This design comes from an exercise in tuning for small area and few clock cycles on the open sky130 flow, not from production work. In this exercise RTL edits were held to simulation tests only and were not proved equivalent to the original. No activity file was given, so power comes from the tool's default toggle rates.

JK:
==> flow/design.v <==
`default_nettype none
package sat_pkg;
    localparam int LIT_W   = 8;
    localparam int VAR_W   = LIT_W - 1;
    localparam int VAR_MAX = 128;
    localparam int CLA_LEN = 4;
    typedef logic signed [LIT_W-1:0] lit_t;
    typedef lit_t [CLA_LEN-1:0] cla_t;
    typedef enum logic [1:0] {
        UNDEFINED = 2'd0,
        TRUE      = 2'd1,
        FALSE     = 2'd2
    } lit_state_t;
    typedef lit_state_t [CLA_LEN-1:0] state_vec_t;
    typedef enum logic [1:0] {
        CMD_ASSIGN = 2'd0,
        CMD_CLEAR  = 2'd1,
        CMD_EVAL   = 2'd2
    } cmd_op_t;
    typedef struct packed {
        cmd_op_t op;
        lit_t    lit;
        cla_t    cla;
    } bcp_cmd_t;
    typedef enum logic [1:0] {
        SAT        = 2'd0,
        CONFLICT   = 2'd1,
        UNIT       = 2'd2,
        UNRESOLVED = 2'd3
    } cla_status_t;
    typedef struct packed {
        cla_status_t status;
        lit_t        lit;
    } bcp_result_t;
    function automatic logic [VAR_W-1:0] lit_var(input logic [LIT_W-1:0] lit);
        logic [LIT_W-1:0] mag;
        mag = lit[LIT_W-1] ? (~lit + 1'b1) : lit;
        lit_var = mag[VAR_W-1:0];
    endfunction
endpackage
`default_nettype wire
`default_nettype none
module sat_bcp_top (
    input  wire logic        clk,
    input  wire logic        rst_n,
    input  wire logic        cmd_req,
    input  wire logic [41:0] cmd,
    output logic             cmd_ack,
    output logic             res_req,
    output logic [9:0]       res,
    input  wire logic        res_ack
);
    localparam logic [1:0] ST_SAT   = 2'd0;
    localparam logic [1:0] ST_CONF  = 2'd1;
    localparam logic [1:0] ST_UNIT  = 2'd2;
    localparam logic [1:0] ST_UNRES = 2'd3;
    localparam logic [2:0] S_IDLE = 3'd0;
    localparam logic [2:0] S_LIT1 = 3'd1;
    localparam logic [2:0] S_LIT2 = 3'd2;
    localparam logic [2:0] S_LIT3 = 3'd3;
    localparam logic [2:0] S_RDY  = 3'd4;
    logic req_meta, req_sync, ack_meta, ack_sync;
    always_ff @(posedge clk) begin
        if (rst_n) begin
            req_meta <= 1'b0;
            req_sync <= 1'b0;
            ack_meta <= 1'b0;
            ack_sync <= 1'b0;
        end else begin
            req_meta <= cmd_req;
            req_sync <= req_meta;
            ack_meta <= res_ack;
            ack_sync <= ack_meta;
        end
    end
    logic [2:0] step;
    logic [7:0] lit_p;
    logic [7:0] lit_x;
    logic [7:0] lit_y;
    localparam int NGRP = 43;
    localparam logic [4:0] ALLU = 5'b01000;
    logic [NGRP*5-1:0] tbl;
    logic [6:0] pa;
    logic [5:0] grp;
    logic [1:0] pos;
    logic [4:0] gc;
    logic       uu;
    logic [2:0] gd;
    logic [2:0] gv;
    logic       pz;
    logic       rd_def;
    logic       rd_val;
    logic       pu;
    logic       pt;
    assign pa = lit_p[7] ? (~lit_p[6:0] + 7'd1) : lit_p[6:0];
    assign pz = (lit_p == 8'd0);
    always_comb begin
        if (pa[1:0] != 2'd3) begin
            grp = {1'b0, pa[6:2]};
            pos = pa[1:0];
        end else if (pa[3:2] != 2'd3) begin
            grp = 6'd32 + 6'(pa[6:4]);
            pos = pa[3:2];
        end else if (pa[5:4] != 2'd3) begin
            grp = 6'd40 + 6'(pa[6]);
            pos = pa[5:4];
        end else begin
            grp = 6'd42;
            pos = {1'b0, pa[6]};
        end
    end
    logic [NGRP-1:0] gsel;
    always_comb begin
        for (int g = 0; g < NGRP; g++) begin
            gsel[g] = (grp == 6'(g));
        end
    end
    logic [7:0] glo;
    logic [7:0] ghi;
    logic [4:0] gcol [6];
    assign glo = 8'd1 << grp[2:0];
    assign ghi = 8'd1 << grp[5:3];
    always_comb begin
        gc = '0;
        for (int j = 0; j < 6; j++) begin
            gcol[j] = '0;
            for (int i = 0; i < 8; i++) begin
                if (j*8+i < NGRP) begin
                    gcol[j] = gcol[j] | (tbl[(j*8+i)*5 +: 5] & {5{glo[i]}});
                end
            end
            gc = gc | (gcol[j] & {5{ghi[j]}});
        end
    end
    assign uu    = !gc[4] && gc[3];
    assign gd[0] = !uu && (gc[2] || !gc[1]);
    assign gv[0] = gc[0];
    assign gd[1] = !uu && (gc[2] || gc[1]);
    assign gv[1] = gc[2] ? gc[1] : gc[0];
    assign gd[2] = gc[4] || (gc[3] && gc[1]);
    assign gv[2] = gc[4] ? gc[3] : gc[0];
    assign rd_def = pz || gd[pos];
    assign rd_val = !pz && gv[pos];
    assign pu = !rd_def;
    assign pt = rd_def && (rd_val ^ lit_p[7]);
    logic [2:0] nd;
    logic [2:0] nv;
    logic [2:0] pc;
    logic [4:0] wcode;
    always_comb begin
        nd = gd;
        nv = gv;
        nd[pos] = 1'b1;
        nv[pos] = !lit_p[7];
        if (nd[0] && nd[1]) begin
            pc = {1'b1, nv[1], nv[0]};
        end else if (nd[0]) begin
            pc = {2'b00, nv[0]};
        end else begin
            pc = {2'b01, nv[1]};
        end
        if (nd[2] && (nd[0] || nd[1])) begin
            wcode = {1'b1, nv[2], pc};
        end else if (nd[2]) begin
            wcode = {4'b0101, nv[2]};
        end else begin
            wcode = {2'b00, pc};
        end
    end
    function automatic logic [9:0] upd(input logic [9:0] r, input logic u,
                                       input logic t, input logic [7:0] l);
        logic [9:0] n;
        n = r;
        if (r[9:8] != ST_SAT) begin
            if (t) begin
                n = {ST_SAT, 8'd0};
            end else if (u) begin
                if (r[9:8] == ST_CONF) begin
                    n = {ST_UNIT, l};
                end else if (r[9:8] == ST_UNIT) begin
                    n = {ST_UNRES, 8'd0};
                end
            end
        end
        upd = n;
    endfunction
    logic waiting;
    logic is_eval;
    logic res_free;
    logic cap;
    logic wr;
    logic clr;
    logic busy;
    assign busy     = (step == S_LIT1) || (step == S_LIT2) || (step == S_LIT3);
    assign waiting  = req_sync && !cmd_ack;
    assign is_eval  = (cmd[41:40] == 2'd2);
    assign res_free = (step == S_IDLE) && (!res_req || ack_sync);
    assign cap      = waiting && (is_eval ? res_free : !busy);
    assign wr       = cap && (cmd[41:40] == 2'd0);
    assign clr      = rst_n || (cap && (cmd[41:40] == 2'd1));
    always_ff @(posedge clk) begin
        if (rst_n) begin
            cmd_ack <= 1'b0;
            res_req <= 1'b0;
            step    <= S_IDLE;
        end else begin
            if (cap) begin
                cmd_ack <= 1'b1;
            end else if (!req_sync) begin
                cmd_ack <= 1'b0;
            end
            if (res_req && ack_sync) begin
                res_req <= 1'b0;
            end
            case (step)
                S_IDLE: begin
                    if (cap && is_eval) begin
                        step <= S_LIT1;
                    end
                end
                S_LIT1: step <= S_LIT2;
                S_LIT2: step <= S_LIT3;
                default: begin
                    if (!ack_sync) begin
                        res_req <= 1'b1;
                        step    <= S_IDLE;
                    end else begin
                        step    <= S_RDY;
                    end
                end
            endcase
        end
    end
    always_ff @(posedge clk) begin
        if ((cap && is_eval) || busy) begin
            res <= upd(cap ? {ST_CONF, 8'd0} : res, pu, pt, lit_p);
        end
    end
    always_ff @(posedge clk) begin
        if (cap) begin
            lit_p <= cmd[41] ? cmd[15:8] : cmd[39:32];
        end else if (step == S_LIT1 || step == S_LIT2) begin
            lit_p <= lit_x;
        end else begin
            lit_p <= cmd[41] ? cmd[7:0] : cmd[39:32];
        end
        lit_x <= cap ? cmd[23:16] : lit_y;
        lit_y <= cmd[31:24];
    end
    logic [4:0] wcode_q;
    logic       wr_q;
    logic [4:0] wbus;
    always_ff @(posedge clk) begin
        wcode_q <= wcode;
        wr_q    <= wr && !rst_n;
    end
    assign wbus = clr ? ALLU : wcode_q;
    always_ff @(posedge clk) begin
        for (int g = 0; g < NGRP; g++) begin
            if (clr || (wr_q && gsel[g])) begin
                tbl[g*5 +: 5] <= wbus;
            end
        end
    end
endmodule
`default_nettype wire
export LEC_CHECK = 0
export ABC_AREA = 1
export CAP_MARGIN = 20
export CORE_MARGIN = 2
export CORE_UTILIZATION = 65
export CTS_BUF_LIST = sky130_fd_sc_hd__clkbuf_4 sky130_fd_sc_hd__clkbuf_8
export SLEW_MARGIN = 20
create_clock -name core_clock -period 5.0 [get_ports {clk}]
standard.sh (not shown) runs the stock make flow with config.mk's settings and CLKGATE_MAP_FILE= SYNTH_SCRIPT=/design/flow/synth_recipe.tcl, a recipe that flattens the netlist after the stock synthesis.
==> flow/flow/run.sh <==
#!/bin/bash
# The standard ORFS layout (the standard.sh, standard synthesis unchanged), with:
#  - port buffers of the smallest buffer cell,
#  - a clock tree with larger sink clusters, clkbuf_8 buffers and no dummy loads.
# Each step's full output is in orfs/logs; standard.sh's own output is in run_standard.log.
set -euo pipefail
export BUFFER_PORTS_ARGS="-buffer_cell sky130_fd_sc_hd__buf_1"
export CTS_ARGS="-sink_clustering_enable -sink_clustering_size 16 -sink_clustering_max_diameter 60 -repair_clock_nets -dont_use_dummy_load -buf_list {sky130_fd_sc_hd__clkbuf_8}"
bash standard.sh > run_standard.log 2>&1
JK reached the end of the flow, and the finished layout is clean on the timing, design-rule and antenna checks.
Testbench counts of JK, summed over its fixed seeds: cycles 96,000.
### JK -> MS
Settings: CORE_UTILIZATION: 65 -> 40.
==> flow/run.sh (new file) <==
#!/bin/bash
# synth_recipe.tcl (not shown) runs the flow's synth.tcl, then flattens the netlist and writes it again
# the make line also repeats each setting of config.mk as NAME=value (left out here)
make -C /OpenROAD-flow-scripts/flow DESIGN_CONFIG=/design/flow/config.mk WORK_HOME=/design/flow/orfs CLKGATE_MAP_FILE= SYNTH_SCRIPT=/design/flow/synth_recipe.tcl finish
removed: flow/flow/run.sh
removed: flow/standard.sh
==> run notes <==
Proportion of power drawn by flip-flops and latches: MS vs JK down 6.7 points
Delta (MS minus JK): global-route total usage across every layer now smaller, fraction of area in registers now smaller, portion of total power attributed to the clock network now larger, final cell utilization of the core now smaller, met3 wire length now smaller.
MS against JK: source-to-sink clock delay at the later pin of the worst-skew pair comparable; minimum clock period now smaller.
For AL, these inputs were changed with respect to MS:
Settings: a change of CORE_UTILIZATION from 40 to 55.
==> flow/flow/run.sh (new file) <==
#!/bin/bash
# The standard ORFS layout (the standard.sh, standard synthesis unchanged), with:
#  - port buffers of the smallest buffer cell,
#  - a clock tree with larger sink clusters, clkbuf_16 buffers and no dummy loads.
# Each step's full output is in orfs/logs; standard.sh's own output is in run_standard.log.
set -euo pipefail
export BUFFER_PORTS_ARGS="-buffer_cell sky130_fd_sc_hd__buf_1"
export CTS_ARGS="-sink_clustering_enable -sink_clustering_size 30 -sink_clustering_max_diameter 80 -repair_clock_nets -dont_use_dummy_load -buf_list {sky130_fd_sc_hd__clkbuf_16}"
bash standard.sh > run_standard.log 2>&1
==> flow/standard.sh (new file) <==
#!/bin/bash
# synth_recipe.tcl (not shown) runs the flow's synth.tcl, then flattens the netlist and writes it again
# the make line also repeats each setting of config.mk as NAME=value (left out here)
make -C /OpenROAD-flow-scripts/flow DESIGN_CONFIG=/design/flow/config.mk WORK_HOME=/design/flow/orfs CLKGATE_MAP_FILE= SYNTH_SCRIPT=/design/flow/synth_recipe.tcl "${@:-finish}"
removed: flow/run.sh
--- outcome ---
As of AL, number of ordinary and repair buffers in the finished layout had fallen by a few percent compared to MS.
The run with more routed wire is MS, not AL.
Side by side, post-CTS clock slew at the launch and capture registers of the worst setup and hold paths turned out higher in AL than in MS.
Across both runs, post-detailed-route via-to-cell ratio was higher for AL than for MS.
Power after layout on AL is down relative to MS.
Cells: AL has fewer instances than MS
Compared with MS, in AL cell area power density went down 4.0%; cell area shows a reduction of 7.9%.
Input-level comparison between TR and AL:
Settings: changing CORE_UTILIZATION from 55 to 40.
==> flow/flow/run.sh <==
#!/bin/bash
# The standard ORFS layout (the standard.sh, standard synthesis unchanged), with:
#  - port buffers of the smallest buffer cell,
#  - a clock tree with larger sink clusters, clkbuf_8 buffers and no dummy loads,
#  - timing-driven placement that does not keep its virtual repair buffers.
# Each step's full output is in orfs/logs; standard.sh's own output is in run_standard.log.
set -euo pipefail
export BUFFER_PORTS_ARGS="-buffer_cell sky130_fd_sc_hd__buf_1"
export CTS_ARGS="-sink_clustering_enable -sink_clustering_size 16 -sink_clustering_max_diameter 60 -repair_clock_nets -dont_use_dummy_load -buf_list {sky130_fd_sc_hd__clkbuf_8}"
export GPL_KEEP_OVERFLOW=0
bash standard.sh > run_standard.log 2>&1
[summary]
Power: TR vs AL up about 3%
Clock period minus worst slack delta for TR relative to AL: 0.16 ns higher
Compared with AL, TR shows number of global-route vias before repair higher by 4.7%.
NOTE: total wire length after detailed routing in TR exceeds that of AL
Overflow left after global routing: TR vs AL identical
TR gives less global-route usage than AL did.
Run comparison: AL capturing element of the worst setup path res[3]$_DFFE_PP_; TR capturing element of the worst setup path res[1]$_DFFE_PP_

==> afterwards: timing with drivers on the ports <==
Ports are ideal in the flow. The routed layouts listed here were re-timed in OpenROAD. Step 1, drivers: a clkbuf_16 drives clk and a buf_2 each remaining input, both assumed. Step 2 moves the port delays by t, midway between the first and last clock arrival at a register: inputs arrive t later, outputs are due t later. That takes back most of the time a late clock gives input paths. Three values: no drivers, after step 1, after step 2; two values: the first two.
run | t (ns) | setup slack, ns | pins driven straight from the clock port
JK | 0.564 | 0.606 / 0.606 / 0.606 | 1
MS | 0.599 | 0.611 / 0.611 / 0.611 | 1
AL | 0.518 | 0.645 / 0.645 / 0.645 | 1
TR | 0.587 | 0.484 / 0.484 / 0.227 | 1
After both steps setup and hold are still met in every run listed. For TR, which loses most, drivers alone change the setup slack by 0.000 ns; drivers and shift together by -0.257 ns.
